What follows belongs to an exercise in optimizing a design on an open flow for small area, a short achievable clock period and few clock cycles per item; a production flow would make more cautious choices. The RTL was checked by simulation tests, not by an equivalence proof against the original design. Power is estimated from default activity; no workload was simulated.

File: flow/run.sh
#!/bin/bash
# synth_recipe.tcl (not shown) runs the flow's synth.tcl, then flattens the netlist and writes it again
# the make line also repeats each setting of config.mk as NAME=value (left out here)
make -C /OpenROAD-flow-scripts/flow DESIGN_CONFIG=/design/flow/config.mk WORK_HOME=/design/flow/orfs CLKGATE_MAP_FILE= SYNTH_SCRIPT=/design/flow/synth_recipe.tcl finish
File: flow/config.mk
export PLATFORM = sky130hd
export DESIGN_NAME = alu_exec_unit
export DESIGN_NICKNAME = alu_exec_unit
export VERILOG_FILES = /design/flow/design.v
export SDC_FILE = /design/flow/constraint.sdc
export NUM_CORES = 4
export LEC_CHECK = 0
export ABC_AREA = 1
export CAP_MARGIN = 20
export CORE_MARGIN = 2
export CORE_UTILIZATION = 40
export GPL_ROUTABILITY_DRIVEN = 1
export GPL_TIMING_DRIVEN = 1
export PLACE_DENSITY = 0.5
export SETUP_SLACK_MARGIN = 2.5
export SLEW_MARGIN = 20
File: flow/constraint.sdc
create_clock -name core_clock -period 5.0 [get_ports {i_clock}]
set_input_delay 1.0000 -clock core_clock [delete_from_list [all_inputs] [get_ports {i_clock}]]
set_output_delay 1.0000 -clock core_clock [all_outputs]
set_load 0.01 [all_outputs]
File: flow/design.v
module alu_exec_unit #(
    parameter  int WIDTH = 64,
    parameter  int DEPTH = 32,
    localparam int AW    = $clog2(DEPTH)
) (
    input  logic             i_clock,
    input  logic             i_reset_n,
    input  logic             i_cmd_valid,
    output logic             o_cmd_ready,
    input  logic [2:0]       i_cmd_op,
    input  logic [AW-1:0]    i_cmd_rs1,
    input  logic [AW-1:0]    i_cmd_rs2,
    input  logic [AW-1:0]    i_cmd_rd,
    input  logic             i_ld_valid,
    input  logic [AW-1:0]    i_ld_addr,
    input  logic [WIDTH-1:0] i_ld_data,
    output logic             o_rsp_valid,
    output logic [WIDTH-1:0] o_rsp_result,
    output logic             o_rsp_carry,
    output logic             o_rsp_overflow,
    output logic             o_rsp_zero,
    output logic             o_rsp_illegal
);
    localparam int LV = $clog2(WIDTH + 1);    
    logic [WIDTH-1:0]   r_regs [DEPTH];
    logic [DEPTH-1:1]   r_written;
    logic               r_d_v;
    logic [2:0]         r_d_op;
    logic [AW-1:0]      r_d_rd;
    logic [DEPTH-1:1]   r_d_sel_a;
    logic [DEPTH-1:1]   r_d_sel_b;
    logic               r_d_wbyp_a;    
    logic               r_d_wbyp_b;
    logic               r_d_fwd_a;     
    logic               r_d_fwd_b;
    logic               r_e_v;
    logic               r_e_we;
    logic [AW-1:0]      r_e_rd;
    logic [WIDTH-1:0]   r_e_a;
    logic [WIDTH-1:0]   r_e_bx;
    logic               r_e_and;
    logic               r_e_or;
    logic               r_e_nor;
    logic               r_e_arith;
    logic               r_e_slt;
    logic               r_e_sub;
    logic               r_e_illegal;
    logic               r_w_v;
    logic               r_w_we;
    logic [DEPTH-1:1]   r_w_wsel;
    logic [WIDTH-1:0]   r_result;
    logic               r_carry;
    logic               r_ovf;
    logic               r_zero;
    logic               r_illegal;
    logic               w_accept;
    logic [DEPTH-1:1]   w_wen;
    logic [WIDTH-1:0]   w_wdata;
    logic               w_d_we;
    logic               w_d_sub;
    logic [WIDTH-1:0]   w_d_a;
    logic [WIDTH-1:0]   w_d_b;
    logic [WIDTH-1:0]   w_d_bx;
    logic [WIDTH-1:0]   w_e_a;
    logic [WIDTH-1:0]   w_e_bx;
    logic [WIDTH-1:0]   w_p;
    logic [WIDTH-1:0]   w_logic;
    logic [WIDTH-1:0]   w_res0;
    logic [WIDTH-1:0]   w_res1;
    logic [WIDTH:0]     w_c;
    logic               w_slt;
    logic [WIDTH-1:0]   w_result;
    assign o_cmd_ready = ~i_ld_valid;
    assign w_accept    = i_cmd_valid & ~i_ld_valid;
    assign o_rsp_valid    = r_w_v;
    assign o_rsp_result   = r_result;
    assign o_rsp_carry    = r_carry;
    assign o_rsp_overflow = r_ovf;
    assign o_rsp_zero     = r_zero;
    assign o_rsp_illegal  = r_illegal;
    always_comb begin
        for (int i = 1; i < DEPTH; i++)
            w_wen[i] = r_w_wsel[i] | (i_ld_valid & (i_ld_addr == AW'(i)));
    end
    assign w_wdata = r_w_we ? r_result : i_ld_data;
    always_ff @(posedge i_clock) begin
        for (int i = 1; i < DEPTH; i++)
            if (w_wen[i]) r_regs[i] <= w_wdata;
    end
    always_ff @(posedge i_clock or negedge i_reset_n) begin
        if (!i_reset_n) r_written <= '0;
        else            r_written <= r_written | w_wen;
    end
    assign w_d_we  = r_d_v & (r_d_op[2:1] != 2'b11) & (r_d_rd != '0);
    assign w_d_sub = (r_d_op == 3'b011) | (r_d_op == 3'b100);
    always_ff @(posedge i_clock or negedge i_reset_n) begin
        if (!i_reset_n) r_d_v <= 1'b0;
        else            r_d_v <= w_accept;
    end
    always_ff @(posedge i_clock) begin
        r_d_op     <= i_cmd_op;
        r_d_rd     <= i_cmd_rd;
        r_d_fwd_a  <= w_d_we & (r_d_rd == i_cmd_rs1);
        r_d_fwd_b  <= w_d_we & (r_d_rd == i_cmd_rs2);
        r_d_wbyp_a <= r_e_we & (r_e_rd == i_cmd_rs1);
        r_d_wbyp_b <= r_e_we & (r_e_rd == i_cmd_rs2);
        for (int i = 1; i < DEPTH; i++) begin
            r_d_sel_a[i] <= (i_cmd_rs1 == AW'(i)) & (r_written[i] | w_wen[i])
                          & ~(r_e_we & (r_e_rd == i_cmd_rs1));
            r_d_sel_b[i] <= (i_cmd_rs2 == AW'(i)) & (r_written[i] | w_wen[i])
                          & ~(r_e_we & (r_e_rd == i_cmd_rs2));
        end
    end
    always_comb begin
        w_d_a = {WIDTH{r_d_wbyp_a}} & r_result;
        w_d_b = {WIDTH{r_d_wbyp_b}} & r_result;
        for (int i = 1; i < DEPTH; i++) begin
            w_d_a = w_d_a | ({WIDTH{r_d_sel_a[i]}} & r_regs[i]);
            w_d_b = w_d_b | ({WIDTH{r_d_sel_b[i]}} & r_regs[i]);
        end
    end
    assign w_d_bx = w_d_b ^ {WIDTH{w_d_sub}};
    always_comb begin
        for (int i = 0; i < WIDTH; i++) begin
            w_e_a[i]    = w_result[i] ? (r_d_fwd_a | w_d_a[i]) : (~r_d_fwd_a & w_d_a[i]);
            w_e_bx[i]   = w_result[i] ? (r_d_fwd_b ? ~w_d_sub : w_d_bx[i])
                                      : (r_d_fwd_b ?  w_d_sub : w_d_bx[i]);
        end
    end
    always_ff @(posedge i_clock or negedge i_reset_n) begin
        if (!i_reset_n) begin
            r_e_v  <= 1'b0;
            r_e_we <= 1'b0;
        end else begin
            r_e_v  <= r_d_v;
            r_e_we <= w_d_we;
        end
    end
    always_ff @(posedge i_clock) begin
        r_e_rd      <= r_d_rd;
        r_e_a       <= w_e_a;
        r_e_bx      <= w_e_bx;
        r_e_and     <= (r_d_op == 3'b000);
        r_e_or      <= (r_d_op == 3'b001);
        r_e_arith   <= (r_d_op[2:1] == 2'b01);
        r_e_slt     <= (r_d_op == 3'b100);
        r_e_nor     <= (r_d_op == 3'b101);
        r_e_sub     <= w_d_sub;
        r_e_illegal <= (r_d_op[2:1] == 2'b11);
    end
    assign w_p = r_e_a ^ r_e_bx;
    logic [WIDTH:0] w_pp [LV+1];
    logic [WIDTH:0] w_vv [LV+1];
    assign w_pp[0] = {w_p, 1'b0};
    assign w_vv[0] = {r_e_a, r_e_sub};
    for (genvar l = 0; l < LV; l++) begin : g_lvl
        for (genvar j = 0; j <= WIDTH; j++) begin : g_pos
            if (j >= (1 << l)) begin : g_op
                assign w_vv[l+1][j] = w_pp[l][j] ? w_vv[l][j-(1<<l)] : w_vv[l][j];
                assign w_pp[l+1][j] = w_pp[l][j] & w_pp[l][j-(1<<l)];
            end else begin : g_cp
                assign w_vv[l+1][j] = w_vv[l][j];
                assign w_pp[l+1][j] = w_pp[l][j];
            end
        end
    end
    assign w_c = w_vv[LV];
    assign w_logic = (w_p & {WIDTH{r_e_or}})
                   | (~w_p & ((r_e_a & {WIDTH{r_e_and | r_e_or}}) | (~r_e_a & {WIDTH{r_e_nor}})));
    assign w_res0 = ({WIDTH{r_e_arith}} &  w_p) | w_logic;
    assign w_res1 = ({WIDTH{r_e_arith}} & ~w_p) | w_logic;
    assign w_slt = w_p[WIDTH-1] ^ w_c[WIDTH];
    always_comb begin
        for (int i = 0; i < WIDTH; i++) w_result[i] = w_c[i] ? w_res1[i] : w_res0[i];
        if (r_e_slt) w_result[0] = w_slt;
    end
    always_ff @(posedge i_clock or negedge i_reset_n) begin
        if (!i_reset_n) begin
            r_w_v    <= 1'b0;
            r_w_we   <= 1'b0;
            r_w_wsel <= '0;
        end else begin
            r_w_v  <= r_e_v;
            r_w_we <= r_e_we;
            for (int i = 1; i < DEPTH; i++) r_w_wsel[i] <= r_e_we & (r_e_rd == AW'(i));
        end
    end
    always_ff @(posedge i_clock) begin
        r_result  <= w_result;
        r_carry   <= r_e_arith & w_c[WIDTH];
        r_ovf     <= r_e_arith & (w_c[WIDTH] ^ w_c[WIDTH-1]);
        r_zero    <= (w_result == '0);
        r_illegal <= r_e_illegal;
    end
endmodule
==> results.ini, run 1 <==
[clocking]
cts_sinks = 2333
cts_max_path_buffers = 4
cts-root-buf = clkbuf_16
h-tree-depth = 5
path_clk_slew_ns = 0.06
hold_buffers = 0
numCtsBuffers = 286
tritoncts = yes
clk_latency_ns = 1.00

[logic_synthesis]
netlist_area_sq_um = 105700
ys_async_sr_fraction_pct = 2.872
synthCells = 10220
yosys_warnings = 4
synth_nets = 10310
yosysSeqAreaShare_pct = 63.31
synth_area_per_cell_sq_um = 10.34
synth_edf_count = 1984
synth_cell_types = 56
synthFlopType = edfxtp_1
ys_ff_latch = 2333

[die]
num_rows = 188
io_pins = 161
start_util_pct = 40.25
core-area_sq_um = 262500
die_w_um = 518.0
die_area_sq_um = 268300
fp.dieH_um = 518.0

[cells_and_area]
fin_nets = 11160
postLayoutCellArea_sq_um = 138500
area_growth_pct = 31.07
multi_input_area_sq_um = 42390
final_util_pct = 52.76
drive_above_1_share_pct = 27.45
seqCellArea_sq_um = 67580
num-fill-cells = 23040
final_cells = 14870

[drt]
ant_nets = 0
via_per_inst = 6.817
drtIter0Drc = 19700
drc = 0
routed_wl_um = 649900
vias = 101400
avgRoutedWirePerCell_um = 43.69
first_pass_iters = 10

[timing]
worst_slew_pin_slew_ns = 1.224
max_freq_ghz = 0.3479
fin_skew_ns = 0.07696
rsz0062_at_grt = yes
whs_ns = 0.2442
setup_viol = 0
setup-tns-final_ns = 0
hold_violations = 0
period_needed_ns = 2.875
fin_crit_sh_pct = 57.49
slew_headroom_pct = 16.28
fin_ws_ns = 2.125
slew_viol_final = 0

[run]
maxCapViolCount = 0

[global_routing]
grt_pass1_wl_um = 835700
grt_start_max_net_pins = 68
grtUsageTotal_pct = 46.33
antenna_found_initial = 93
grt-ovfl-total = 0
first_global_vias = 91590

[placement]
dpl.hpwl_um = 389900
place_ws_ns = 1.030
dp.cells = 13780
gp_congestion = 1.005
io_buffers = 160
dpl_cell_area_sq_um = 115100

[setup_path]
critPathMaxFanout = 22
crit_chain = buf_4, nand2_1, nand4_1, nor4_1, a41oi_4
crit_required_ns = 5.62
max_stage_delay_ns = 0.73
crit_slowest_cell = nor4_1
critPathLaunchType = register
criticalPathCategory = reg2reg
end_kind = register
worst-endpoint-arrival_ns = 3.50

[power_and_ir_drop]
ir_drop_mv = 0.4265
p_leak_nw = 49.87
finalPower_mw = 56.93
powerDensity_nw_per_um2 = 411.0

[hold_path]
hp-class = in2async

[run_status]
status = finished clean

[what timing repair did]
| item | in CTS | in global routing |
|---|---|---|
| endpoints found under the setup margin | 1696 | 606 |
| gates resized for setup | 1807 | 773 |
| buffers inserted | 355 | 142 |
| cloned | 12 | 13 |
| pin swaps | 221 | 337 |
[cell families after synthesis]
family,after synthesis,share of synthesized area [%]
flip-flops,2333,63.31
multiplexers,15,0.1587
AO/OA/AOI/OAI,1753,11.95
XOR/XNOR,77,0.6382
AND/OR/NAND/NOR,4937,20.03
buffers and inverters,1100,3.910
[layout make-up]
type	instances	share of cell area, %
Multi-Input combinational cell	6794	30.60
Timing Repair Buffer	1090	9.111
Clock buffer	376	5.605
Tap cell	3515	3.175
Clock inverter	120	0.9088
Antenna cell	81	0.1463
Timing Repair inverter	1	0.006324
Inverter	564	1.648
Sequential cell	2333	48.80
[critical path: cells and delay by family (launching register included)]
kind | cells | cell delay, ns
compound gates | 1 | 0.50
buf+inv | 1 | 0.39
simple gates | 3 | 0.96
flops | 1 | 0.61
[worst paths after layout]
path	endpoint	from	slack, ns	cells after the start
worst min register to register	r_illegal	r_e_illegal	0.34	0
worst min-delay path	r_e_v	i_reset_n	0.24	2
worst max-delay path	r_e_a[8]	r_d_sel_a[31]	2.13	5
min in group core_clock	r_illegal	r_e_illegal	0.34	0
worst max register to register	r_e_a[8]	r_d_sel_a[31]	2.13	5
max in group asynchronous	r_w_we	i_reset_n	4.05	2
[placed cells by master, fill, tap and decap left out, types with 161 or more instances in the layout]
cell type | synthesis | routed
nand2_1 | 3294 | 2888
edfxtp_1 | 1984 | 1984
buf_4 | 0 | 540
nand4_1 | 405 | 405
a22o_1 | 405 | 405
inv_1 | 430 | 361
nand3_1 | 420 | 360
clkbuf_16 | 0 | 297
nand2_2 | 108 | 289
nor2_1 | 440 | 279
a21oi_1 | 335 | 261
buf_12 | 0 | 237
a221oi_1 | 267 | 217
nand2_4 | 7 | 205
nor2_4 | 34 | 197
o21ai_0 | 247 | 171
inv_2 | 116 | 161
[per-layer routing]
| layer | global-route usage (%) | vias to the layer above | wire, um |
|---|---|---|---|
| met3 | 21.22 | 2699 | 109000 |
| met2 | 64.09 | 10050 | 258300 |
| met1 | 57.55 | 49840 | 225600 |
| met4 | 30.99 | 70 | 56150 |
| met5 | 0.8890 | - | 758 |
| li1 | - | 38730 | - |
[registers in the layout, indices dropped and copies added, names as in the netlist, 3 cells and up]
register and cells:
r_d_op 3, r_e_rd 5, r_e_a 64, r_d_sel_b 31, r_written 31, r_result 64
r_d_sel_a 31, r_d_rd 5, r_e_bx 64, r_w_wsel 31, r_regs 1984
[synth_stat cells (74+ instances only)]
master | count | area share [%]
inv_1 | 430 | 1.5
a22o_1 | 405 | 3.4
a21oi_1 | 335 | 1.6
inv_2 | 116 | 0.41
nor2_2 | 81 | 0.48
edfxtp_1 | 1984 | 56
nand3_1 | 420 | 2.0
a211oi_1 | 74 | 0.53
nor2_1 | 440 | 1.6
clkbuf_1 | 390 | 1.4
nand2_1 | 3294 | 12
a221oi_1 | 267 | 2.2
o21ai_0 | 247 | 1.2
a2111oi_0 | 120 | 0.99
buf_1 | 144 | 0.51
nand2_2 | 108 | 0.64
o22ai_1 | 113 | 0.67
nand4_1 | 405 | 2.4
dfxtp_1 | 282 | 5.3
[report_power, final]
group          switching (mW)  internal, mW  leakage [nW]
Sequential              0.977          22.3          21.2
Clock                    8.62          12.2          4.39
Combinational            8.89          4.02          24.3
Total                    18.5          38.4          49.9
Testbench counts, summed over its fixed seeds: cycles 11,232, commands 9,600.
==> inputs of run 2 (changes only) <==
--- a/flow/config.mk
+++ b/flow/config.mk
@@ -8,9 +8,12 @@
 export ABC_AREA = 1
 export CAP_MARGIN = 20
 export CORE_MARGIN = 2
-export CORE_UTILIZATION = 40
+export CORE_UTILIZATION = 45
+export CTS_CLUSTER_DIAMETER = 60
+export CTS_CLUSTER_SIZE = 24
 export GPL_ROUTABILITY_DRIVEN = 1
 export GPL_TIMING_DRIVEN = 1
-export PLACE_DENSITY = 0.5
+export PLACE_DENSITY = 0.55
 export SETUP_SLACK_MARGIN = 2.5
 export SLEW_MARGIN = 20
+export TNS_END_PERCENT = 10
==> results.ini, run 2 <==
[hold_path]
holdPathStages = 0
hp-class = reg2reg
worst_hold_path.endpoint = r_illegal
min_from = r_e_illegal

[drt]
first_pass_iters = 9  ; -1
drtIter0Drc = 21860  ; +11%
ant_nets = 0  ; unchanged
avgRoutedWirePerCell_um = 43.78  ; +0.21%
via_per_inst = 7.092  ; +4.0%
vias = 101200  ; -0.23%
drc = 0  ; unchanged
routed_wl_um = 624500  ; -3.9%

[run_status]
status = finished clean

[die]
die_area_sq_um = 238700  ; -11%
num_rows = 177  ; -5.9%
io_pins = 161  ; unchanged
core-area_sq_um = 233000  ; -11%
fp.dieH_um = 488.6  ; -5.7%
die_w_um = 488.6  ; -5.7%
start_util_pct = 45.36  ; +5.1 points

[setup_path]
crit_slowest_cell = nand4_1
r2r-start = r_d_sel_b[13]
worst-endpoint-arrival_ns = 3.86  ; +0.36 ns
critPathMaxFanout = 4  ; -82%
crit_buf_inv = 3  ; +2
criticalPathCategory = reg2reg
max_stage_delay_ns = 0.78  ; +0.05 ns
critPathLaunchType = register
crit_required_ns = 5.83  ; +0.21 ns
reg2reg_slack_ns = 1.97  ; -0.16 ns
reg2reg_depth = 10  ; +5
crit_family = compound AO/OA/AOI/OAI gates
end_kind = register
r2r_end = r_e_bx[40]
crit_chain = buf_12, buf_12, a22o_1, a21oi_2, nand4_1, a2111oi_4, nand4_1, o21ai_4, buf_6, xor2_1

[timing]
period_needed_ns = 3.031  ; +0.1563 ns
worst_slew_pin_slew_ns = 1.171  ; -0.05325 ns
fin_crit_sh_pct = 60.62  ; +3.1 points
setup-tns-final_ns = 0  ; unchanged
slew_viol_final = 0  ; unchanged
fin_ws_ns = 1.969  ; -0.1562 ns
fin_skew_ns = 0.05192  ; -0.02503 ns
rsz0062_at_grt = yes
max_freq_ghz = 0.3299  ; -5.2%
setup_viol = 0  ; unchanged
hold_violations = 0  ; unchanged
slew_headroom_pct = 21.65  ; +5.4 points

[global_routing]
antenna_found_initial = 112  ; +20%
first_global_vias = 89980  ; -1.8%
grt_pass1_wl_um = 805500  ; -3.6%
grtUsageTotal_pct = 50.72  ; +4.4 points
grt_start_max_net_pins = 66  ; -2.9%
grt-ovfl-total = 0  ; unchanged

[cells_and_area]
final_common_cell = nand2_1
mostFrequentLayoutCells = 2954 x nand2_1, 1984 x edfxtp_1, 524 x buf_4
largest_reg_flops = 1984  ; unchanged
area_growth_pct = 26.90
drive_above_1_share_pct = 25.82  ; -1.6 points
fin_nets = 10980  ; -1.7%
top_register = r_regs

[logic_synthesis]
yosysTopAreaCellShare_pct = 56.38  ; unchanged
synthTopCellsByArea = edfxtp_1 56%, nand2_1 12%, dfxtp_1 5.3%
synth_area_per_cell_sq_um = 10.34  ; unchanged
yosysTopAreaCell = edfxtp_1
ys_top_cells_by_count = 3294 x nand2_1, 1984 x edfxtp_1, 440 x nor2_1
synth.most_common_cell = nand2_1
synth_edf_count = 1984  ; unchanged
netlist_area_sq_um = 105700  ; unchanged
synthCells = 10220  ; unchanged
yosysSeqAreaShare_pct = 63.31  ; unchanged
ys_ff_latch = 2333  ; unchanged
synthFlopType = edfxtp_1
synth_cell_types = 56  ; unchanged
synth_xor_area_share_pct = 0.6382  ; unchanged
synth-adder-area-share_pct = 0  ; unchanged
ys_async_sr_fraction_pct = 2.872  ; unchanged
yosys_warnings = 4  ; unchanged
yosys-mux-area-fraction_pct = 0.1587  ; unchanged
synth_top_family_by_area = simple AND/OR/NAND/NOR gates
yosys.area_share.simple_pct = 20.03  ; unchanged
synth_compound_area_share_pct = 11.95  ; unchanged
synth_nets = 10310  ; unchanged

[placement]
io_buffers = 160  ; unchanged
dpl.hpwl_um = 369700  ; -5.2%
gp_congestion = 1.027  ; +2.2%
place_ws_ns = 1.003  ; -0.02744 ns

[clocking]
numCtsBuffers = 177  ; -38%
cts-root-buf = clkbuf_16
tritoncts = yes
h-tree-depth = 4  ; -1
clk_latency_ns = 0.93  ; -0.07 ns
cts_sinks = 2333  ; unchanged
path_clk_slew_ns = 0.08  ; +0.02 ns
cts_max_path_buffers = 3  ; -1

[power_and_ir_drop]
internal_power_mw = 33.92  ; -12%
ir_drop_mv = 0.3663  ; -14%
p_leak_nw = 48.32  ; -3.1%
comb_power_share_pct = 23.7  ; +1.0 points
pwr-share-clk_pct = 31.6  ; -4.9 points
pwr-share-seq_pct = 44.7  ; +3.8 points
netSwitchingPower_mw = 17.97  ; -2.8%
p_sw_share_pct = 34.63  ; +2.2 points
powerDensity_nw_per_um2 = 387.0  ; -5.8%

[run]
maxCapViolCount = 0  ; unchanged

## run 2: cell counts after synthesis
No cell type changed its count.
## run 2: worst max path at each step
stage,from,to,slack (ns),depth (start not counted)
5_1_grt,r_d_sel_b[18],r_e_bx[40],2.06,8
3_3_place_gp,r_d_sel_a[17],r_e_a[0],0.54,6
2_1_floorplan,i_ld_addr[2],r_d_sel_a[16],1.64,7
4_1_cts,r_w_we,r_regs[26][39],2.14,3
3_5_place_dp,i_cmd_rs2[4],r_d_sel_b[13],1.00,9
6_report,r_d_sel_b[13],r_e_bx[40],1.97,10
## run 2: what timing repair did
| action | CTS | global route |
|---|---|---|
| endpoints found under the hold margin | 8 | 0 |
| hold buffers | 1 | 0 |
| resized for setup | 1584 | 722 |
| gates cloned | 13 | 2 |
| pin swaps | 215 | 282 |
| setup endpoints to repair | 1687 | 1109 |
| setup buffers | 325 | 139 |
## run 2: kinds of logic (layout without fill, tap and decap cells)
group	after synthesis	count (layout)
and+or+nand+nor	4937	4937
AOI/OAI and AO/OA	1753	1753
buffers and inverters	1100	1925
other	0	92
xor gates and xnor gates	77	77
muxes	15	15
DFF	2333	2333
## run 2: power groups by stage
| stage | sequential, mW | clock (mW) | combinational [mW] |
|---|---|---|---|
| 2_1_floorplan | 23.0 | 0 | 4.27 |
| 4_1_cts | 23.0 | 16.3 | 10.5 |
| 5_1_grt | 23.2 | 16.9 | 12.5 |
| 3_5_place_dp | 23.5 | 0 | 8.55 |
| 6_report | 23.2 | 16.4 | 12.3 |
| 3_3_place_gp | 23.5 | 0 | 8.57 |
## run 2: layer usage
| layer | up-vias | share of wire, % | GRT usage [%] |
|---|---|---|---|
| met2 | 10900 | 39 | 67.55 |
| met5 | - | 0.25 | 1.837 |
| met3 | 2818 | 18 | 26.55 |
| met4 | 104 | 8.7 | 35.04 |
| li1 | 38310 | - | - |
| met1 | 49030 | 34 | 62.65 |
## run 2: worst reg2reg max path: stages, from the launching register on
cell       delay [ns]
dfxtp_4          0.39
buf_12           0.15
buf_12           0.13
a22o_1           0.19
a21oi_2          0.13
nand4_1          0.16
a2111oi_4        0.38
nand4_1          0.78
o21ai_4          0.38
buf_6            0.14
xor2_1           0.14
## run 2: final cells by class
class | instances | area [sq um]
multi-input combinational | 6782 | 42130
fill | 19470 | 98890
antenna | 92 | 230.2
tap | 3132 | 3919
sequential | 2333 | 67510
clock inverter | 146 | 1927
clock buffer | 189 | 4581
inverter | 564 | 2275
timing repair buffer | 1026 | 11520
## run 2: metrics by stage
step | util (%) | hold slack (ns) | cells | power, mW | instance area, sq um
after floorplan | - | 0.3096 | 10220 | 27.26 | 106100
after global placement | 48.94 | 0.3123 | 13350 | 32.06 | 114000
after detailed placement | 48.99 | 0.3268 | 13360 | 32.06 | 114100
after CTS | 55.63 | 0.3442 | 14030 | 49.85 | 129600
after global routing | 57.48 | 0.3511 | 14190 | 52.68 | 133900
final | 57.56 | 0.3411 | 14260 | 51.89 | 134100
==> inputs of run 3 (changes only) <==
--- a/flow/design.v
+++ b/flow/design.v
@@ -37,7 +37,7 @@
     logic               r_e_we;
     logic [AW-1:0]      r_e_rd;
     logic [WIDTH-1:0]   r_e_a;
-    logic [WIDTH-1:0]   r_e_bx;
+    logic [WIDTH-1:0]   r_e_p;
     logic               r_e_and;
     logic               r_e_or;
     logic               r_e_nor;
@@ -46,8 +46,8 @@
     logic               r_e_sub;
     logic               r_e_illegal;
     logic               r_w_v;
-    logic               r_w_we;
-    logic [DEPTH-1:1]   r_w_wsel;
+    logic [DEPTH-1:1]   r_wsel;
+    logic [WIDTH-1:0]   r_wdata;
     logic [WIDTH-1:0]   r_result;
     logic               r_carry;
     logic               r_ovf;
@@ -55,20 +55,22 @@
     logic               r_illegal;
     logic               w_accept;
     logic [DEPTH-1:1]   w_wen;
-    logic [WIDTH-1:0]   w_wdata;
     logic               w_d_we;
     logic               w_d_sub;
     logic [WIDTH-1:0]   w_d_a;
     logic [WIDTH-1:0]   w_d_b;
     logic [WIDTH-1:0]   w_d_bx;
     logic [WIDTH-1:0]   w_e_a;
-    logic [WIDTH-1:0]   w_e_bx;
+    logic [WIDTH-1:0]   w_e_p;
     logic [WIDTH-1:0]   w_p;
     logic [WIDTH-1:0]   w_logic;
     logic [WIDTH-1:0]   w_res0;
     logic [WIDTH-1:0]   w_res1;
     logic [WIDTH:0]     w_c;
     logic               w_slt;
+    logic [WIDTH-1:0]   w_k;
+    logic [WIDTH-1:0]   w_zbit;
+    logic               w_zero;
     logic [WIDTH-1:0]   w_result;
     assign o_cmd_ready = ~i_ld_valid;
     assign w_accept    = i_cmd_valid & ~i_ld_valid;
@@ -78,14 +80,10 @@
     assign o_rsp_overflow = r_ovf;
     assign o_rsp_zero     = r_zero;
     assign o_rsp_illegal  = r_illegal;
-    always_comb begin
-        for (int i = 1; i < DEPTH; i++)
-            w_wen[i] = r_w_wsel[i] | (i_ld_valid & (i_ld_addr == AW'(i)));
-    end
-    assign w_wdata = r_w_we ? r_result : i_ld_data;
+    assign w_wen = r_wsel;
     always_ff @(posedge i_clock) begin
         for (int i = 1; i < DEPTH; i++)
-            if (w_wen[i]) r_regs[i] <= w_wdata;
+            if (w_wen[i]) r_regs[i] <= r_wdata;
     end
     always_ff @(posedge i_clock or negedge i_reset_n) begin
         if (!i_reset_n) r_written <= '0;
@@ -112,8 +110,8 @@
         end
     end
     always_comb begin
-        w_d_a = {WIDTH{r_d_wbyp_a}} & r_result;
-        w_d_b = {WIDTH{r_d_wbyp_b}} & r_result;
+        w_d_a = {WIDTH{r_d_wbyp_a}} & r_wdata;
+        w_d_b = {WIDTH{r_d_wbyp_b}} & r_wdata;
         for (int i = 1; i < DEPTH; i++) begin
             w_d_a = w_d_a | ({WIDTH{r_d_sel_a[i]}} & r_regs[i]);
             w_d_b = w_d_b | ({WIDTH{r_d_sel_b[i]}} & r_regs[i]);
@@ -122,9 +120,10 @@
     assign w_d_bx = w_d_b ^ {WIDTH{w_d_sub}};
     always_comb begin
         for (int i = 0; i < WIDTH; i++) begin
-            w_e_a[i]    = w_result[i] ? (r_d_fwd_a | w_d_a[i]) : (~r_d_fwd_a & w_d_a[i]);
-            w_e_bx[i]   = w_result[i] ? (r_d_fwd_b ? ~w_d_sub : w_d_bx[i])
-                                      : (r_d_fwd_b ?  w_d_sub : w_d_bx[i]);
+            w_e_a[i] = w_result[i] ? (r_d_fwd_a | w_d_a[i]) : (~r_d_fwd_a & w_d_a[i]);
+            w_e_p[i] = w_result[i]
+                ? ((r_d_fwd_a | w_d_a[i]) ^ (r_d_fwd_b ? ~w_d_sub : w_d_bx[i]))
+                : ((~r_d_fwd_a & w_d_a[i]) ^ (r_d_fwd_b ? w_d_sub : w_d_bx[i]));
         end
     end
     always_ff @(posedge i_clock or negedge i_reset_n) begin
@@ -139,7 +138,7 @@
     always_ff @(posedge i_clock) begin
         r_e_rd      <= r_d_rd;
         r_e_a       <= w_e_a;
-        r_e_bx      <= w_e_bx;
+        r_e_p       <= w_e_p;
         r_e_and     <= (r_d_op == 3'b000);
         r_e_or      <= (r_d_op == 3'b001);
         r_e_arith   <= (r_d_op[2:1] == 2'b01);
@@ -148,7 +147,7 @@
         r_e_sub     <= w_d_sub;
         r_e_illegal <= (r_d_op[2:1] == 2'b11);
     end
-    assign w_p = r_e_a ^ r_e_bx;
+    assign w_p = r_e_p;
     logic [WIDTH:0] w_pp [LV+1];
     logic [WIDTH:0] w_vv [LV+1];
     assign w_pp[0] = {w_p, 1'b0};
@@ -174,22 +173,25 @@
         for (int i = 0; i < WIDTH; i++) w_result[i] = w_c[i] ? w_res1[i] : w_res0[i];
         if (r_e_slt) w_result[0] = w_slt;
     end
+    assign w_k    = {r_e_a[WIDTH-2:0] | w_p[WIDTH-2:0], r_e_sub};
+    assign w_zbit = r_e_arith ? ~(w_p ^ w_k) : ~w_logic;
+    assign w_zero = (&w_zbit) & ~(r_e_slt & w_slt);
     always_ff @(posedge i_clock or negedge i_reset_n) begin
         if (!i_reset_n) begin
-            r_w_v    <= 1'b0;
-            r_w_we   <= 1'b0;
-            r_w_wsel <= '0;
+            r_w_v  <= 1'b0;
+            r_wsel <= '0;
         end else begin
-            r_w_v  <= r_e_v;
-            r_w_we <= r_e_we;
-            for (int i = 1; i < DEPTH; i++) r_w_wsel[i] <= r_e_we & (r_e_rd == AW'(i));
+            r_w_v <= r_e_v;
+            for (int i = 1; i < DEPTH; i++)
+                r_wsel[i] <= r_e_we ? (r_e_rd == AW'(i)) : (i_ld_valid & (i_ld_addr == AW'(i)));
         end
     end
     always_ff @(posedge i_clock) begin
+        r_wdata   <= r_e_we ? w_result : i_ld_data;
         r_result  <= w_result;
         r_carry   <= r_e_arith & w_c[WIDTH];
         r_ovf     <= r_e_arith & (w_c[WIDTH] ^ w_c[WIDTH-1]);
-        r_zero    <= (w_result == '0);
+        r_zero    <= w_zero;
         r_illegal <= r_e_illegal;
     end
 endmodule
--- a/flow/config.mk
+++ b/flow/config.mk
@@ -8,12 +8,12 @@
 export ABC_AREA = 1
 export CAP_MARGIN = 20
 export CORE_MARGIN = 2
-export CORE_UTILIZATION = 45
+export CORE_UTILIZATION = 40
 export CTS_CLUSTER_DIAMETER = 60
 export CTS_CLUSTER_SIZE = 24
 export GPL_ROUTABILITY_DRIVEN = 1
 export GPL_TIMING_DRIVEN = 1
-export PLACE_DENSITY = 0.55
+export PLACE_DENSITY = 0.5
 export SETUP_SLACK_MARGIN = 2.5
 export SLEW_MARGIN = 20
-export TNS_END_PERCENT = 10
+export TNS_END_PERCENT = 5
==> results.ini, run 3 <==
[timing]
fin_ws_ns = 2.311  ; +0.3416 ns
slew_headroom_pct = 13.22  ; -8.4 points
worst_slew_pin_slew_ns = 1.302  ; +0.1309 ns
max_freq_ghz = 0.3718  ; +13%
rsz0062_at_grt = yes
fin_skew_ns = 0.05786  ; +0.005933 ns
setup_viol = 0  ; unchanged
fin_crit_sh_pct = 53.79  ; -6.8 points
hold_violations = 0  ; unchanged
period_needed_ns = 2.689  ; -0.3416 ns
setup-tns-final_ns = 0  ; unchanged
slew_viol_final = 0  ; unchanged

[setup_path]
crit_chain = buf_12, nand2_1, nand2_1, nor2_1, nand4_1, nor2_1, nand3_1, nand3_2, nand3_1, nand2_1, nand2_1, nand2_1
r2r_end = r_e_p[38]
crit_required_ns = 5.83  ; about the same
crit_slowest_cell = dfxtp_4
max_stage_delay_ns = 0.65  ; -0.13 ns
critPathLaunchType = register
end_kind = register
reg2reg_depth = 12  ; +2
cpMostUsedCell = nand2_1
critPathMaxFanout = 37  ; +33
criticalPathCategory = reg2reg
reg2reg_slack_ns = 2.31  ; +0.34 ns
r2r-start = r_d_sel_b[24]
crit_end = r_e_p[38]
setup.worst_path.start = r_d_sel_b[24]
worst-endpoint-arrival_ns = 3.52  ; -0.34 ns

[cells_and_area]
mostFrequentLayoutCells = 5060 x nand2_1, 1984 x edfxtp_1, 719 x inv_1
drive_above_1_share_pct = 14.42  ; -11 points
final_common_cell = nand2_1
area_growth_pct = 19.73
fin_nets = 12530  ; +14%
largest_reg_flops = 1984  ; unchanged
final_util_pct = 48.09  ; -9.5 points
top_register = r_regs

[placement]
place_ws_ns = 1.067  ; +0.06434 ns
gp_congestion = 1.055  ; +2.7%
dpl.hpwl_um = 392400  ; +6.1%
io_buffers = 160  ; unchanged

[logic_synthesis]
ys_ff_latch = 2396  ; +2.7%
ys_async_sr_fraction_pct = 2.755  ; -0.12 points
synth-adder-area-share_pct = 0  ; unchanged
netlist_area_sq_um = 112000  ; +6.0%
synthTopCellsByArea = edfxtp_1 53%, nand2_1 17%, dfxtp_1 6.2%
synth_compound_area_share_pct = 8.736  ; -3.2 points
synth_area_per_cell_sq_um = 9.305  ; -10%
synth_top_family_by_area = simple AND/OR/NAND/NOR gates
synthCells = 12040  ; +18%
ys_top_cells_by_count = 5159 x nand2_1, 1984 x edfxtp_1, 741 x inv_1
yosys.area_share.simple_pct = 25.12  ; +5.1 points
yosysSeqAreaShare_pct = 60.84  ; -2.5 points
synth.most_common_cell = nand2_1
yosysTopAreaCellShare_pct = 53.18  ; -3.2 points
synthFlopType = edfxtp_1
yosys-mux-area-fraction_pct = 0.02681  ; -0.13 points
synth_xor_area_share_pct = 0.4613  ; -0.18 points
synth_edf_count = 1984  ; unchanged
synth_cell_types = 56  ; unchanged
yosysTopAreaCell = edfxtp_1
yosys_warnings = 4  ; unchanged
synth_nets = 12130  ; +18%

[power_and_ir_drop]
ir_drop_mv = 0.2631  ; -28%
finalPower_mw = 56.96  ; +9.8%
p_leak_nw = 53.03  ; +9.8%
powerDensity_nw_per_um2 = 424.7  ; +9.7%

[clocking]
cts_max_path_buffers = 4  ; +1
cts_sinks = 2396  ; +2.7%
cts-root-buf = clkbuf_16
path_clk_slew_ns = 0.09  ; about the same
tritoncts = yes
clk_latency_ns = 0.97  ; +0.04 ns
numCtsBuffers = 214  ; +21%
h-tree-depth = 4  ; unchanged

[drt]
first_pass_iters = 9  ; unchanged
ant_nets = 0  ; unchanged
routed_wl_um = 692000  ; +11%
drtIter0Drc = 21800  ; -0.28%
vias = 108800  ; +7.5%
via_per_inst = 6.617  ; -6.7%
avgRoutedWirePerCell_um = 42.10  ; -3.8%
drc = 0  ; unchanged

[global_routing]
antenna_found_initial = 64  ; -43%
grtUsageTotal_pct = 46.70  ; -4.0 points
grt-ovfl-total = 0  ; unchanged
grt_start_max_net_pins = 67  ; +1.5%
grt_pass1_wl_um = 889800  ; +10%
first_global_vias = 97340  ; +8.2%

[die]
core-area_sq_um = 278900  ; +20%
start_util_pct = 40.17  ; -5.2 points
num_rows = 194  ; +9.6%
die_area_sq_um = 284300  ; +19%
fp.dieH_um = 533.2  ; +9.1%
io_pins = 161  ; unchanged
die_w_um = 533.2  ; +9.1%

[run]
maxCapViolCount = 0  ; unchanged

[run_status]
status = finished clean

[hold_path]
hp-class = in2async

run 3: changes by cell type after synthesis, moves of 120 or more:
cell	previous run	this run
buf_2	2	147
nor2_1	440	588
nand2_1	3294	5159
a21oi_1	335	55
a221oi_1	267	564
a22o_1	405	164
a2111oi_0	120	0
inv_1	430	741
run 3: repair_timing:
| action | CTS | global route |
|---|---|---|
| setup endpoints to repair | 344 | 336 |
| gates cloned | 6 | 10 |
| hold buffers | 0 | 0 |
| gates resized for setup | 521 | 428 |
| pin swaps | 14 | 52 |
| setup buffers | 237 | 73 |
run 3: per-layer routing:
layer / part of all wire (%) / routed length [um] / GRT usage, % / vias to the layer above
met5: 0.085 / 590 / 0 / -
met4: 8.1 / 56070 / 31.03 / 46
met3: 17 / 118900 / 21.46 / 2486
met2: 40 / 276000 / 64.33 / 10690
met1: 35 / 240400 / 58.32 / 53130
li1: - / - / - / 42400
run 3: final cells by class:
cell class	instances	area, sq um
clock inverter	174	2171
timing repair buffer	783	9109
antenna	85	212.7
multi-input combinational	8266	40760
clock buffer	227	5478
fill	26050	144800
inverter	778	3008
sequential	2396	68710
tap	3724	4659
timing repair inverter	2	15.01
run 3: worst min-delay path by stage:
stage | cells after the start | slack [ns] | endpoint
2_1_floorplan | 0 | 0.31 | r_illegal
3_3_place_gp | 0 | 0.31 | r_illegal
3_5_place_dp | 0 | 0.31 | r_illegal
4_1_cts | 1 | 0.03 | r_wsel[2]
5_1_grt | 1 | 0.08 | r_wsel[2]
6_report | 1 | 0.04 | r_wsel[2]
run 3: metrics by stage:
| step | hold WS (ns) | instance area, sq um | instances |
|---|---|---|---|
| final | 0.03529 | 134100 | 16440 |
| after global routing | 0.08252 | 133900 | 16360 |
| after CTS | 0.02675 | 131100 | 16270 |
| after detailed placement | 0.3136 | 119200 | 15620 |
| after global placement | 0.3107 | 119000 | 15620 |
| after floorplan | 0.3096 | 112000 | 12040 |
run 3: cells by family after synthesis:
| group | count (synthesis) |
|---|---|
| xor gates and xnor gates | 59 |
| DFF | 2396 |
| muxes | 3 |
| buffers and inverters | 1379 |
| AOI/OAI and AO/OA | 1321 |
| and+or+nand+nor | 6882 |
run 3: worst max-delay path: cells and delay by family (launching register included):
kind	cells	cell delay [ns]
AND/OR/NAND/NOR	11	1.33
flip-flops	1	0.65
buffers and inverters	1	0.42
run 3: power breakdown:
group	switching [mW]	internal, mW
sequential	1.85	23.2
combinational	9.69	3.52
clock	9.19	9.53
Testbench counts of run 3, summed over its fixed seeds: cycles 11,232, commands 9,600.
==> inputs of run 4 (changes only) <==
--- a/flow/config.mk
+++ b/flow/config.mk
@@ -14,6 +14,6 @@
 export GPL_ROUTABILITY_DRIVEN = 1
 export GPL_TIMING_DRIVEN = 1
 export PLACE_DENSITY = 0.5
-export SETUP_SLACK_MARGIN = 2.5
+export SETUP_SLACK_MARGIN = 2.35
 export SLEW_MARGIN = 20
 export TNS_END_PERCENT = 5
==> results.ini, run 4 <==
[timing]
slew_headroom_pct = 13.62  ; +0.41 points
setup-tns-final_ns = 0  ; unchanged
worst_slew_pin_slew_ns = 1.296  ; -0.006090 ns
fin_skew_ns = 0.06067  ; +0.002811 ns
max_freq_ghz = 0.3250  ; -13%
setup_viol = 0  ; unchanged
rsz0062_at_grt = yes
hold_violations = 0  ; unchanged
slew_viol_final = 0  ; unchanged
fin_ws_ns = 1.923  ; -0.3873 ns
period_needed_ns = 3.077  ; +0.3873 ns
fin_crit_sh_pct = 61.53  ; +7.7 points

[placement]
dpl_cell_area_sq_um = 119200  ; unchanged
gp_congestion = 1.055  ; unchanged
place_ws_ns = 1.067  ; unchanged
io_buffers = 160  ; unchanged
dp.cells = 15620  ; unchanged
dpl.hpwl_um = 392400  ; unchanged

[die]
io_pins = 161  ; unchanged
die_area_sq_um = 284300  ; unchanged
num_rows = 194  ; unchanged
fp.dieH_um = 533.2  ; unchanged
start_util_pct = 40.17  ; unchanged
core-area_sq_um = 278900  ; unchanged
die_w_um = 533.2  ; unchanged

[logic_synthesis]
ys_ff_latch = 2396  ; unchanged
synthFlopType = edfxtp_1
ys_async_sr_fraction_pct = 2.755  ; unchanged
netlist_area_sq_um = 112000  ; unchanged
yosys_warnings = 4  ; unchanged
yosysTopAreaCellShare_pct = 53.18  ; unchanged
synth_cell_types = 56  ; unchanged
synth_area_per_cell_sq_um = 9.305  ; unchanged
synthTopCellsByArea = edfxtp_1 53%, nand2_1 17%, dfxtp_1 6.2%
synth_nets = 12130  ; unchanged
yosysTopAreaCell = edfxtp_1
synth.most_common_cell = nand2_1
synthCells = 12040  ; unchanged
synth_edf_count = 1984  ; unchanged
ys_top_cells_by_count = 5159 x nand2_1, 1984 x edfxtp_1, 741 x inv_1
yosysSeqAreaShare_pct = 60.84  ; unchanged

[drt]
first_pass_iters = 7  ; -2
via_per_inst = 6.582  ; -0.53%
drc = 0  ; unchanged
vias = 107100  ; -1.5%
routed_wl_um = 681300  ; -1.6%
drtIter0Drc = 22360  ; +2.6%
avgRoutedWirePerCell_um = 41.85  ; -0.61%
ant_nets = 0  ; unchanged

[clocking]
cts_max_path_buffers = 4  ; unchanged
cts_sinks = 2396  ; unchanged
path_clk_slew_ns = 0.09  ; about the same
h-tree-depth = 4  ; unchanged
tritoncts = yes
cts-root-buf = clkbuf_16
numCtsBuffers = 214  ; unchanged
clk_latency_ns = 0.97  ; about the same

[setup_path]
max_stage_delay_ns = 0.67  ; +0.02 ns
critPathMaxFanout = 23  ; -38%
reg2reg_slack_ns = 1.92  ; -0.39 ns
crit_slowest_cell = buf_4
r2r_end = r_e_p[11]
criticalPathCategory = reg2reg
reg2reg_depth = 11  ; -1
crit_required_ns = 5.82  ; about the same
worst-endpoint-arrival_ns = 3.89  ; +0.37 ns
critPathLaunchType = register
end_kind = register
crit_chain = buf_4, nand2_1, nand2_1, a221oi_1, nand4_1, nor2_1, nand2_1, nand2_1, nand2_1, nand3_1, nand2_1
cpMostUsedCell = nand2_1
r2r-start = r_d_sel_a[17]

[cells_and_area]
largest_reg_flops = 1984  ; unchanged
mostFrequentLayoutCells = 5130 x nand2_1, 1984 x edfxtp_1, 733 x inv_1
num-fill-cells = 26360  ; +1.2%
final_cells = 16280  ; -0.95%
final_common_cell = nand2_1
seqCellArea_sq_um = 68630  ; -0.13%
drive_above_1_share_pct = 11.08  ; -3.3 points
area_growth_pct = 16.70
top_register = r_regs
fin_nets = 12410  ; -0.98%
postLayoutCellArea_sq_um = 130700  ; -2.5%
multi_input_area_sq_um = 39340  ; -3.5%

[global_routing]
antenna_found_initial = 69  ; +7.8%
grtUsageTotal_pct = 45.74  ; -0.96 points
grt_start_max_net_pins = 67  ; unchanged
grt-ovfl-total = 0  ; unchanged
grt_pass1_wl_um = 874600  ; -1.7%
first_global_vias = 96400  ; -0.97%

[power_and_ir_drop]
ir_drop_mv = 0.2646  ; +0.59%
powerDensity_nw_per_um2 = 430.4  ; +1.4%
finalPower_mw = 56.27  ; -1.2%
p_leak_nw = 51.73  ; -2.5%

[hold_path]
hp-class = in2async

[run]
maxCapViolCount = 0  ; unchanged

[run_status]
status = finished clean

## run 4: cell counts after synthesis
Identical to the previous run, type by type.
## run 4: final cells by class
| class | instances | share of cell area (%) |
|---|---|---|
| antenna | 52 | 0.09954 |
| clock buffer | 227 | 4.190 |
| clock inverter | 174 | 1.661 |
| inverter | 778 | 2.273 |
| multi-input combinational | 8267 | 30.09 |
| sequential | 2396 | 52.49 |
| tap | 3724 | 3.564 |
| timing repair buffer | 660 | 5.619 |
| timing repair inverter | 1 | 0.006700 |
## run 4: worst max path at each step
stage / start / depth (start not counted) / end / slack [ns]
global route: r_d_sel_a[1] / 13 / r_e_p[55] / 2.08
floorplan: i_cmd_rs2[4] / 9 / r_d_sel_b[11] / 2.82
CTS: r_d_sel_a[18] / 9 / r_e_p[28] / 2.10
finish: r_d_sel_a[17] / 11 / r_e_p[11] / 1.92
detailed placement: r_e_and / 11 / r_zero / 1.07
global placement: r_e_and / 11 / r_zero / 0.45
## run 4: metrics by stage
| step | hold WS, ns | utilization, % |
|---|---|---|
| final | 0.02826 | 46.87 |
| after global routing | 0.06873 | 46.83 |
| after CTS | 0.02675 | 46.19 |
| after detailed placement | 0.3136 | 42.73 |
| after global placement | 0.3107 | 42.67 |
| after floorplan | 0.3096 | - |
## run 4: what timing repair did
item	CTS	global route
gates resized for setup	164	199
gates cloned	1	6
setup buffers	116	80
endpoints found under the setup margin	299	291
pin swaps	6	9
hold buffers	0	0
endpoints found under the hold margin	0	0
## run 4: cell families after synthesis
logic type | share of synthesized area (%)
AOI/OAI and AO/OA | 8.736
buffers and inverters | 4.816
xor gates and xnor gates | 0.4613
DFF | 60.84
muxes | 0.02681
and+or+nand+nor | 25.12
## run 4: where the power goes
part	total [mW]	switching [mW]	internal (mW)	leakage, nW
logic	12.6	9.32	3.25	26.5
clock network	18.7	9.20	9.52	3.67
registers	25.0	1.84	23.1	21.6
## run 4: worst max-delay path: cells and delay by family, from the launching register on
kind | cells | cell delay (ns)
buffers and inverters | 1 | 0.67
AOI/OAI and AO/OA | 1 | 0.05
DFF | 1 | 0.64
and+or+nand+nor | 9 | 1.44
## run 4: metal layers
| layer | part of all wire (%) | up-vias | track usage, % |
|---|---|---|---|
| li1 | - | 42100 | - |
| met1 | 35 | 52100 | 57.57 |
| met2 | 40 | 10460 | 63.43 |
| met3 | 17 | 2430 | 20.40 |
| met4 | 8.0 | 58 | 29.30 |
| met5 | 0.11 | - | 0.1166 |
==> inputs of run 5 (changes only) <==
--- a/flow/config.mk
+++ b/flow/config.mk
@@ -13,7 +13,7 @@
 export CTS_CLUSTER_SIZE = 24
 export GPL_ROUTABILITY_DRIVEN = 1
 export GPL_TIMING_DRIVEN = 1
-export PLACE_DENSITY = 0.5
-export SETUP_SLACK_MARGIN = 2.35
+export PLACE_DENSITY = 0.6
+export SETUP_SLACK_MARGIN = 2.5
 export SLEW_MARGIN = 20
 export TNS_END_PERCENT = 5
==> results.ini, run 5 <==
[logic_synthesis]
synth_nets = 12130  ; unchanged
synth.most_common_cell = nand2_1
ys_top_cells_by_count = 5159 x nand2_1, 1984 x edfxtp_1, 741 x inv_1
ys_async_sr_fraction_pct = 2.755  ; unchanged
synthCells = 12040  ; unchanged
yosysSeqAreaShare_pct = 60.84  ; unchanged
synth_cell_types = 56  ; unchanged
netlist_area_sq_um = 112000  ; unchanged
synthFlopType = edfxtp_1
synthTopCellsByArea = edfxtp_1 53%, nand2_1 17%, dfxtp_1 6.2%
yosys_warnings = 4  ; unchanged
synth_area_per_cell_sq_um = 9.305  ; unchanged
yosysTopAreaCellShare_pct = 53.18  ; unchanged
ys_ff_latch = 2396  ; unchanged
yosysTopAreaCell = edfxtp_1
synth_edf_count = 1984  ; unchanged

[drt]
via_per_inst = 6.591  ; +0.14%
drtIter0Drc = 21970  ; -1.7%
avgRoutedWirePerCell_um = 38.93  ; -7.0%
first_pass_iters = 10  ; +3
routed_wl_um = 630800  ; -7.4%
drc = 0  ; unchanged
vias = 106800  ; -0.33%
ant_nets = 0  ; unchanged

[cells_and_area]
top_register = r_regs
area_growth_pct = 16.03
drive_above_1_share_pct = 11.09  ; +0.012 points
num-fill-cells = 25940  ; -1.6%
final_common_cell = nand2_1
multi_input_area_sq_um = 39660  ; +0.80%
fin_nets = 12370  ; -0.28%
mostFrequentLayoutCells = 5097 x nand2_1, 1984 x edfxtp_1, 727 x inv_1
postLayoutCellArea_sq_um = 130000  ; -0.57%
seqCellArea_sq_um = 68630  ; about the same
largest_reg_flops = 1984  ; unchanged
final_cells = 16200  ; -0.47%

[clocking]
numCtsBuffers = 180  ; -16%
cts-root-buf = clkbuf_16
path_clk_slew_ns = 0.09  ; about the same
cts_sinks = 2396  ; unchanged
tritoncts = yes
h-tree-depth = 4  ; unchanged
cts_max_path_buffers = 4  ; unchanged
clk_latency_ns = 0.97  ; about the same

[placement]
dp.cells = 15560  ; -0.40%
dpl_cell_area_sq_um = 118400  ; -0.65%
dpl.hpwl_um = 346100  ; -12%
gp_congestion = 1.027  ; -2.6%
io_buffers = 160  ; unchanged
place_ws_ns = 1.503  ; +0.4354 ns

[setup_path]
setup.worst_path.start = r_d_sel_a[16]
cpMostUsedCell = nand2_1
worst-endpoint-arrival_ns = 3.61  ; -0.28 ns
critPathMaxFanout = 11  ; -52%
crit_chain = inv_1, o22ai_1, nor4_1, nand3_2, nand2_1, inv_1, nand2_1, nand2_1, nand3_1, nand2_1
critPathLaunchType = register
crit_required_ns = 5.78  ; -0.04 ns
crit_slowest_cell = inv_1
r2r-start = r_d_sel_a[16]
crit_family = simple AND/OR/NAND/NOR gates
max_stage_delay_ns = 0.55  ; -0.12 ns
criticalPathCategory = reg2reg
crit_buf_inv = 2  ; +1
end_kind = register

[global_routing]
first_global_vias = 95280  ; -1.2%
met1_usage_pct = 51.38  ; -6.2 points
antenna_found_initial = 58  ; -16%
grt_pass1_wl_um = 825500  ; -5.6%
grt_busiest_layer = met2
use_met2_pct = 60.81  ; -2.6 points
use_met3_pct = 19.42  ; -0.99 points
grt_start_max_net_pins = 133  ; +99%
grtUsageTotal_pct = 42.73  ; -3.0 points
grt-ovfl-total = 0  ; unchanged

[timing]
rsz0062_at_grt = yes
fin_crit_sh_pct = 56.48  ; -5.0 points
worst_slew_pin_slew_ns = 1.365  ; +0.06960 ns
slew_viol_final = 0  ; unchanged
fin_ws_ns = 2.176  ; +0.2525 ns
setup-tns-final_ns = 0  ; unchanged
max_freq_ghz = 0.3541  ; +8.9%
slew_headroom_pct = 8.983  ; -4.6 points
hold_violations = 0  ; unchanged
period_needed_ns = 2.824  ; -0.2525 ns
fin_skew_ns = 0.08846  ; +0.02779 ns
setup_viol = 0  ; unchanged

[die]
die_w_um = 533.2  ; unchanged
start_util_pct = 40.17  ; unchanged
num_rows = 194  ; unchanged
fp.dieH_um = 533.2  ; unchanged
die_area_sq_um = 284300  ; unchanged
io_pins = 161  ; unchanged
core-area_sq_um = 278900  ; unchanged

[hold_path]
hp-class = in2async

[run]
maxCapViolCount = 0  ; unchanged

[power_and_ir_drop]
powerDensity_nw_per_um2 = 407.8  ; -5.3%
p_leak_nw = 51.33  ; -0.78%
finalPower_mw = 53.01  ; -5.8%
ir_drop_mv = 0.3462  ; +31%

[run_status]
status = finished clean

-- run 5: cell types whose count changed in the layout (fill, tap and decap cells not counted), moves of 15 or more --
cell | before | now
buf_8 | 2 | 18
dlygate4sd2_1 | 35 | 57
buf_12 | 124 | 104
nand2_2 | 62 | 87
dfxtp_2 | 73 | 88
clkdlybuf4s50_1 | 123 | 101
inv_6 | 42 | 23
clkbuf_16 | 220 | 185
buf_4 | 316 | 296
nand2_1 | 5130 | 5097
-- run 5: logic make-up after synthesis --
logic type             count (synthesis)  synth area share [%]
AO/OA/AOI/OAI                       1321                 8.736
XOR/XNOR                              59                0.4613
buffers and inverters               1379                 4.816
flip-flops                          2396                 60.84
multiplexers                           3               0.02681
AND/OR/NAND/NOR                     6882                 25.12
-- run 5: worst paths after layout --
path                              end  depth (start not counted)  slack (ns)
max                         r_e_p[34]                         10        2.18
min                        r_wsel[26]                          1        0.02
max reg2reg                 r_e_p[34]                         10        2.18
min reg2reg                 r_illegal                          0        0.34
max in group asynchronous  r_wsel[19]                          2        3.86
min in group core_clock     r_illegal                          0        0.34
-- run 5: layout make-up --
cell class	count	area share, %
Antenna cell	52	0.1001
Clock buffer	203	3.628
Clock inverter	122	1.247
Inverter	778	2.285
Multi-Input combinational cell	8266	30.51
Sequential cell	2396	52.80
Tap cell	3724	3.585
Timing Repair Buffer	660	5.839
Timing Repair inverter	1	0.005775
-- run 5: metal layers --
layer	routed length [um]	vias to the layer above
met4	58220	58
met1	206200	50490
met3	111600	2968
met5	808	-
li1	-	41950
met2	254000	11330
-- run 5: stage by stage --
stage	util, %	hold slack [ns]
CTS	46.09	0.03274
detailed placement	42.46	0.3147
global placement	42.42	0.3172
global route	46.56	0.06919
floorplan	-	0.3096
finish	46.61	0.01749
-- run 5: power by group --
part / internal [mW] / switching (mW)
Combinational: 3.16 / 8.63
Clock: 7.86 / 8.47
Sequential: 23.2 / 1.74
Total: 34.2 / 18.8
-- run 5: repair_timing --
item | 4_1_cts | 5_1_grt
hold endpoints to repair | 0 | 0
setup buffers | 201 | 53
pin swaps | 10 | 27
resized for setup | 343 | 203
hold buffers | 0 | 0
cloned | 9 | 2
setup endpoints to repair | 341 | 306
==> inputs of run 6 (changes only) <==
--- a/flow/config.mk
+++ b/flow/config.mk
@@ -13,7 +13,7 @@
 export CTS_CLUSTER_SIZE = 24
 export GPL_ROUTABILITY_DRIVEN = 1
 export GPL_TIMING_DRIVEN = 1
-export PLACE_DENSITY = 0.6
+export PLACE_DENSITY = 0.5
 export SETUP_SLACK_MARGIN = 2.5
 export SLEW_MARGIN = 20
-export TNS_END_PERCENT = 5
+export TNS_END_PERCENT = 0
==> results.ini, run 6 <==
[timing]
worst_slew_pin_slew_ns = 1.319  ; -0.04591 ns
fin_crit_sh_pct = 55.69  ; -0.79 points
hold_violations = 0  ; unchanged
max_freq_ghz = 0.3591  ; +1.4%
rsz0062_at_grt = yes
period_needed_ns = 2.784  ; -0.03966 ns
slew_viol_final = 0  ; unchanged
setup-tns-final_ns = 0  ; unchanged
fin_skew_ns = 0.05444  ; -0.03402 ns
fin_ws_ns = 2.216  ; +0.03966 ns
slew_headroom_pct = 12.04  ; +3.1 points
setup_viol = 0  ; unchanged

[drt]
drtIter0Drc = 22470  ; +2.3%
routed_wl_um = 688800  ; +9.2%
ant_nets = 0  ; unchanged
avgRoutedWirePerCell_um = 42.12  ; +8.2%
vias = 108000  ; +1.2%
via_per_inst = 6.606  ; +0.21%
drc = 0  ; unchanged
first_pass_iters = 10  ; unchanged

[setup_path]
cpMostUsedCell = nand2_1
critPathLaunchType = register
crit_chain = buf_6, nand2_1, nand2_1, a221oi_1, nand4_1, nor2_2, nand2_1, nand2_1, nand2_1, nand3_1, nand2_1
max_stage_delay_ns = 0.65  ; +0.10 ns
crit_slowest_cell = dfxtp_4
r2r-start = r_d_sel_a[17]
worst-endpoint-arrival_ns = 3.58  ; -0.03 ns
setup.worst_path.start = r_d_sel_a[17]
reg2reg_slack_ns = 2.22  ; +0.04 ns
end_kind = register
critPathMaxFanout = 23  ; +12
criticalPathCategory = reg2reg
crit_required_ns = 5.79  ; about the same
crit_buf_inv = 1  ; -1
crit_family = simple AND/OR/NAND/NOR gates

[cells_and_area]
drive_above_1_share_pct = 13.13  ; +2.0 points
multi_input_area_sq_um = 40060  ; +1.0%
mostFrequentLayoutCells = 5095 x nand2_1, 1984 x edfxtp_1, 722 x inv_1
final_cells = 16350  ; +0.94%
final_common_cell = nand2_1
area_growth_pct = 18.37
num-fill-cells = 26180  ; +0.93%
largest_reg_flops = 1984  ; unchanged
seqCellArea_sq_um = 68700  ; about the same
postLayoutCellArea_sq_um = 132600  ; +2.0%
fin_nets = 12490  ; +0.95%
top_register = r_regs

[global_routing]
grt-ovfl-total = 0  ; unchanged
grt_start_max_net_pins = 67  ; -50%
antenna_found_initial = 66  ; +14%
first_global_vias = 97220  ; +2.0%
grt_pass1_wl_um = 889900  ; +7.8%
grtUsageTotal_pct = 46.70  ; +4.0 points

[power_and_ir_drop]
powerDensity_nw_per_um2 = 426.6  ; +4.6%
p_leak_nw = 52.49  ; +2.3%
ir_drop_mv = 0.2604  ; -25%
finalPower_mw = 56.58  ; +6.7%

[die]
io_pins = 161  ; unchanged
fp.dieH_um = 533.2  ; unchanged
start_util_pct = 40.17  ; unchanged
die_area_sq_um = 284300  ; unchanged
num_rows = 194  ; unchanged
die_w_um = 533.2  ; unchanged
core-area_sq_um = 278900  ; unchanged

[clocking]
cts_max_path_buffers = 4  ; unchanged
cts_sinks = 2396  ; unchanged
numCtsBuffers = 214  ; +19%
cts-root-buf = clkbuf_16
tritoncts = yes
clk_latency_ns = 0.97  ; about the same
h-tree-depth = 4  ; unchanged
hold_buffers = 0  ; unchanged
path_clk_slew_ns = 0.09  ; about the same

[logic_synthesis]
yosysSeqAreaShare_pct = 60.84  ; unchanged
synthTopCellsByArea = edfxtp_1 53%, nand2_1 17%, dfxtp_1 6.2%
yosysTopAreaCell = edfxtp_1
yosys_warnings = 4  ; unchanged
synth_nets = 12130  ; unchanged
synthCells = 12040  ; unchanged
netlist_area_sq_um = 112000  ; unchanged
yosysTopAreaCellShare_pct = 53.18  ; unchanged
ys_async_sr_fraction_pct = 2.755  ; unchanged
synthFlopType = edfxtp_1
synth.most_common_cell = nand2_1
ys_ff_latch = 2396  ; unchanged
synth_edf_count = 1984  ; unchanged
synth_cell_types = 56  ; unchanged
ys_top_cells_by_count = 5159 x nand2_1, 1984 x edfxtp_1, 741 x inv_1
synth_area_per_cell_sq_um = 9.305  ; unchanged

[hold_path]
hp-class = in2async

[placement]
place_ws_ns = 1.067  ; -0.4354 ns
io_buffers = 160  ; unchanged
dpl.hpwl_um = 392400  ; +13%
dpl_cell_area_sq_um = 119200  ; +0.65%
dp.cells = 15620  ; +0.40%
gp_congestion = 1.055  ; +2.7%

[run]
maxCapViolCount = 0  ; unchanged

[run_status]
status = finished clean

[run 6: per-layer routing]
| layer | GRT usage, % | share of wire [%] |
|---|---|---|
| met3 | 21.85 | 17 |
| met5 | 0.2332 | 0.095 |
| met4 | 30.53 | 8.0 |
| met2 | 64.52 | 40 |
| met1 | 58.07 | 35 |
[run 6: path summary, 6_finish.rpt]
check,end,depth (start not counted)
worst max-delay path,r_e_p[11],11
worst min-delay path,r_wsel[2],1
worst max register to register,r_e_p[11],11
worst min register to register,r_illegal,0
max in group asynchronous,r_wsel[20],2
min in group core_clock,r_illegal,0
[run 6: metrics by stage]
step	util, %	hold slack, ns
2_1_floorplan	-	0.3096
3_3_place_gp	42.67	0.3107
3_5_place_dp	42.73	0.3136
4_1_cts	46.91	0.02675
5_1_grt	47.51	0.08167
6_report	47.55	0.04088
[run 6: where the power goes]
group	internal (mW)	switching (mW)	leakage (nW)
Sequential	23.2	1.84	21.6
Clock	9.53	9.18	3.67
Combinational	3.33	9.50	27.2
[run 6: area by class of cell]
class	count	share of cell area, %
clock buffer	227	4.131
sequential	2396	51.81
timing repair inverter	2	0.01132
tap	3724	3.514
antenna	45	0.08492
timing repair buffer	742	6.327
clock inverter	174	1.637
inverter	778	2.275
multi-input combinational	8266	30.21
[run 6: logic make-up after synthesis]
group | after synthesis | share of synthesized area, %
and+or+nand+nor | 6882 | 25.12
DFF | 2396 | 60.84
buffers and inverters | 1379 | 4.816
AOI/OAI and AO/OA | 1321 | 8.736
xor gates and xnor gates | 59 | 0.4613
muxes | 3 | 0.02681
[run 6: what timing repair did]
action	4_1_cts	5_1_grt
setup endpoints to repair	344	338
resized for setup	497	230
buffers inserted	215	60
pin swaps	13	18
cloned	6	4
==> inputs of run 7 (changes only) <==
--- a/flow/config.mk
+++ b/flow/config.mk
@@ -14,6 +14,6 @@
 export GPL_ROUTABILITY_DRIVEN = 1
 export GPL_TIMING_DRIVEN = 1
 export PLACE_DENSITY = 0.5
-export SETUP_SLACK_MARGIN = 2.5
+export SETUP_SLACK_MARGIN = 2.65
 export SLEW_MARGIN = 20
-export TNS_END_PERCENT = 0
+export TNS_END_PERCENT = 5
==> results.ini, run 7 <==
[setup_path]
end_kind = register
critPathLaunchType = register
reg2reg_slack_ns = 2.38  ; +0.17 ns
criticalPathCategory = reg2reg
r2r-start = r_e_and
critPathMaxFanout = 19  ; -17%
reg2reg_depth = 9  ; -2
crit_required_ns = 5.83  ; +0.04 ns

[drt]
routed_wl_um = 701600  ; +1.9%
m1WireLength_um = 239700  ; +0.70%
drtIter0Drc = 22250  ; -1.0%
avgRoutedWirePerCell_um = 42.50  ; +0.91%
via_per_inst = 6.632  ; +0.40%
route.met2.wl_um = 277200  ; +0.94%
drc = 0  ; unchanged
first_pass_iters = 9  ; -1
ant_nets = 0  ; unchanged
vias = 109500  ; +1.3%

[placement]
io_buffers = 160  ; unchanged
gp_congestion = 1.055  ; unchanged
dp.cells = 15620  ; unchanged
place_ws_ns = 1.067  ; unchanged

[logic_synthesis]
ys_async_sr_fraction_pct = 2.755  ; unchanged
yosys_warnings = 4  ; unchanged
synthFlopType = edfxtp_1
netlist_area_sq_um = 112000  ; unchanged
synthCells = 12040  ; unchanged
ys_ff_latch = 2396  ; unchanged
synth.most_common_cell = nand2_1
synthTopCellsByArea = edfxtp_1 53%, nand2_1 17%, dfxtp_1 6.2%
ys_top_cells_by_count = 5159 x nand2_1, 1984 x edfxtp_1, 741 x inv_1
synth_area_per_cell_sq_um = 9.305  ; unchanged

[clocking]
clk_latency_ns = 0.97  ; about the same
h-tree-depth = 4  ; unchanged
cts-root-buf = clkbuf_16
cts_sinks = 2396  ; unchanged
tritoncts = yes
path_clk_slew_ns = 0.08  ; about the same
cts_max_path_buffers = 4  ; unchanged

[power_and_ir_drop]
ir_drop_mv = 0.2604  ; about the same
powerDensity_nw_per_um2 = 420.3  ; -1.5%
finalPower_mw = 57.59  ; +1.8%
p_leak_nw = 54.17  ; +3.2%

[cells_and_area]
final_util_pct = 49.13  ; +1.6 points
mostFrequentLayoutCells = 4971 x nand2_1, 1984 x edfxtp_1, 712 x inv_1
final_common_cell = nand2_1
final_cells = 16510  ; +0.93%
num-fill-cells = 25810  ; -1.4%
area_growth_pct = 22.30

[run_status]
status = finished clean

[timing]
max_freq_ghz = 0.3820  ; +6.4%
fin_crit_sh_pct = 52.36  ; -3.3 points
whs_ns = 0.04399  ; +0.003114 ns
slew_headroom_pct = 13.63  ; +1.6 points
fin_ws_ns = 2.382  ; +0.1665 ns
rsz0062_at_grt = yes
hold_violations = 0  ; unchanged
slew_viol_final = 0  ; unchanged
fin_skew_ns = 0.05188  ; -0.002558 ns

[die]
start_util_pct = 40.17  ; unchanged
die_area_sq_um = 284300  ; unchanged
io_pins = 161  ; unchanged
num_rows = 194  ; unchanged
fp.dieH_um = 533.2  ; unchanged

[global_routing]
grt_start_max_net_pins = 67  ; unchanged
grtUsageTotal_pct = 47.02  ; +0.32 points
grt_pass1_wl_um = 895700  ; +0.65%
first_global_vias = 97770  ; +0.57%
antenna_found_initial = 60  ; -9.1%
grt-ovfl-total = 0  ; unchanged

[hold_path]
hp-class = in2async

==> run 7: cell count changes in the layout (fill, tap and decap cells not counted), sizes merged <==
cell	before	now
buf	588	765
dlygate4sd2	36	3
clkbuf	229	246
clkdlybuf4s15	27	14
diode	45	48
clkinv	56	57
dlymetal6s2s	0	1
inv	836	835
==> run 7: worst max path at each step <==
stage / startpoint / to / slack (ns) / depth (start not counted)
global placement: r_e_and / r_zero / 0.45 / 11
finish: r_e_and / r_e_a[28] / 2.38 / 9
CTS: r_result[5] / o_rsp_result[5] / 2.46 / 1
floorplan: i_cmd_rs2[4] / r_d_sel_b[11] / 2.82 / 9
detailed placement: r_e_and / r_zero / 1.07 / 11
global route: r_d_sel_b[9] / r_e_p[16] / 2.44 / 15
==> run 7: report_power, final <==
part | leakage [nW] | switching [mW] | internal (mW) | total (mW)
clock network | 3.67 | 9.17 | 9.53 | 18.7
registers | 21.6 | 1.85 | 23.2 | 25.1
logic | 28.9 | 10.0 | 3.78 | 13.8
total | 54.2 | 21.0 | 36.6 | 57.6
==> run 7: logic make-up after synthesis <==
kind of cell              count (synthesis)  share of synthesized area (%)
AOI/OAI and AO/OA                      1321                          8.736
buffers and inverters                  1379                          4.816
xor gates and xnor gates                 59                         0.4613
and+or+nand+nor                        6882                          25.12
DFF                                    2396                          60.84
muxes                                     3                        0.02681
==> run 7: routing by layer <==
| layer | GRT usage, % | vias up |
|---|---|---|
| met4 | 32.05 | 46 |
| met1 | 58.62 | 53270 |
| li1 | - | 42580 |
| met2 | 64.50 | 10890 |
| met3 | 21.62 | 2682 |
| met5 | 0 | - |
==> run 7: cell type report <==
cell class / count / area [sq um] / area share (%)
inverter: 778 / 3019 / 2.204
multi-input combinational: 8266 / 42090 / 30.72
sequential: 2396 / 68790 / 50.21
timing repair buffer: 891 / 10660 / 7.782
antenna: 48 / 120.1 / 0.08767
tap: 3724 / 4659 / 3.401
clock buffer: 227 / 5478 / 3.998
clock inverter: 174 / 2171 / 1.584
timing repair inverter: 2 / 15.01 / 0.01096
==> run 7: worst max-delay path, cell delays in order, from the launching register on <==
cell and delay, ns:
dfxtp_4 0.50, clkinvlp_4 0.23, buf_12 0.21, o211ai_1 0.20
o21ai_0 0.24, o21ai_2 0.32, nand3_1 0.19, nand2_2 0.25
inv_1 0.10, o21ai_0 0.20
==> run 7: what timing repair did <==
| action | 4_1_cts | 5_1_grt |
|---|---|---|
| gates resized for setup | 790 | 727 |
| setup endpoints to repair | 371 | 371 |
| buffers inserted | 283 | 124 |
| pin swaps | 32 | 145 |
| gates cloned | 9 | 18 |

Check on run 7: ideal ports give 2.382 ns setup slack; a clkbuf_16 on the clock port and buf_2 on the inputs give 2.382 ns; moving port delays by the midpoint clock arrival (1.050 ns) as well gives 1.609 ns.
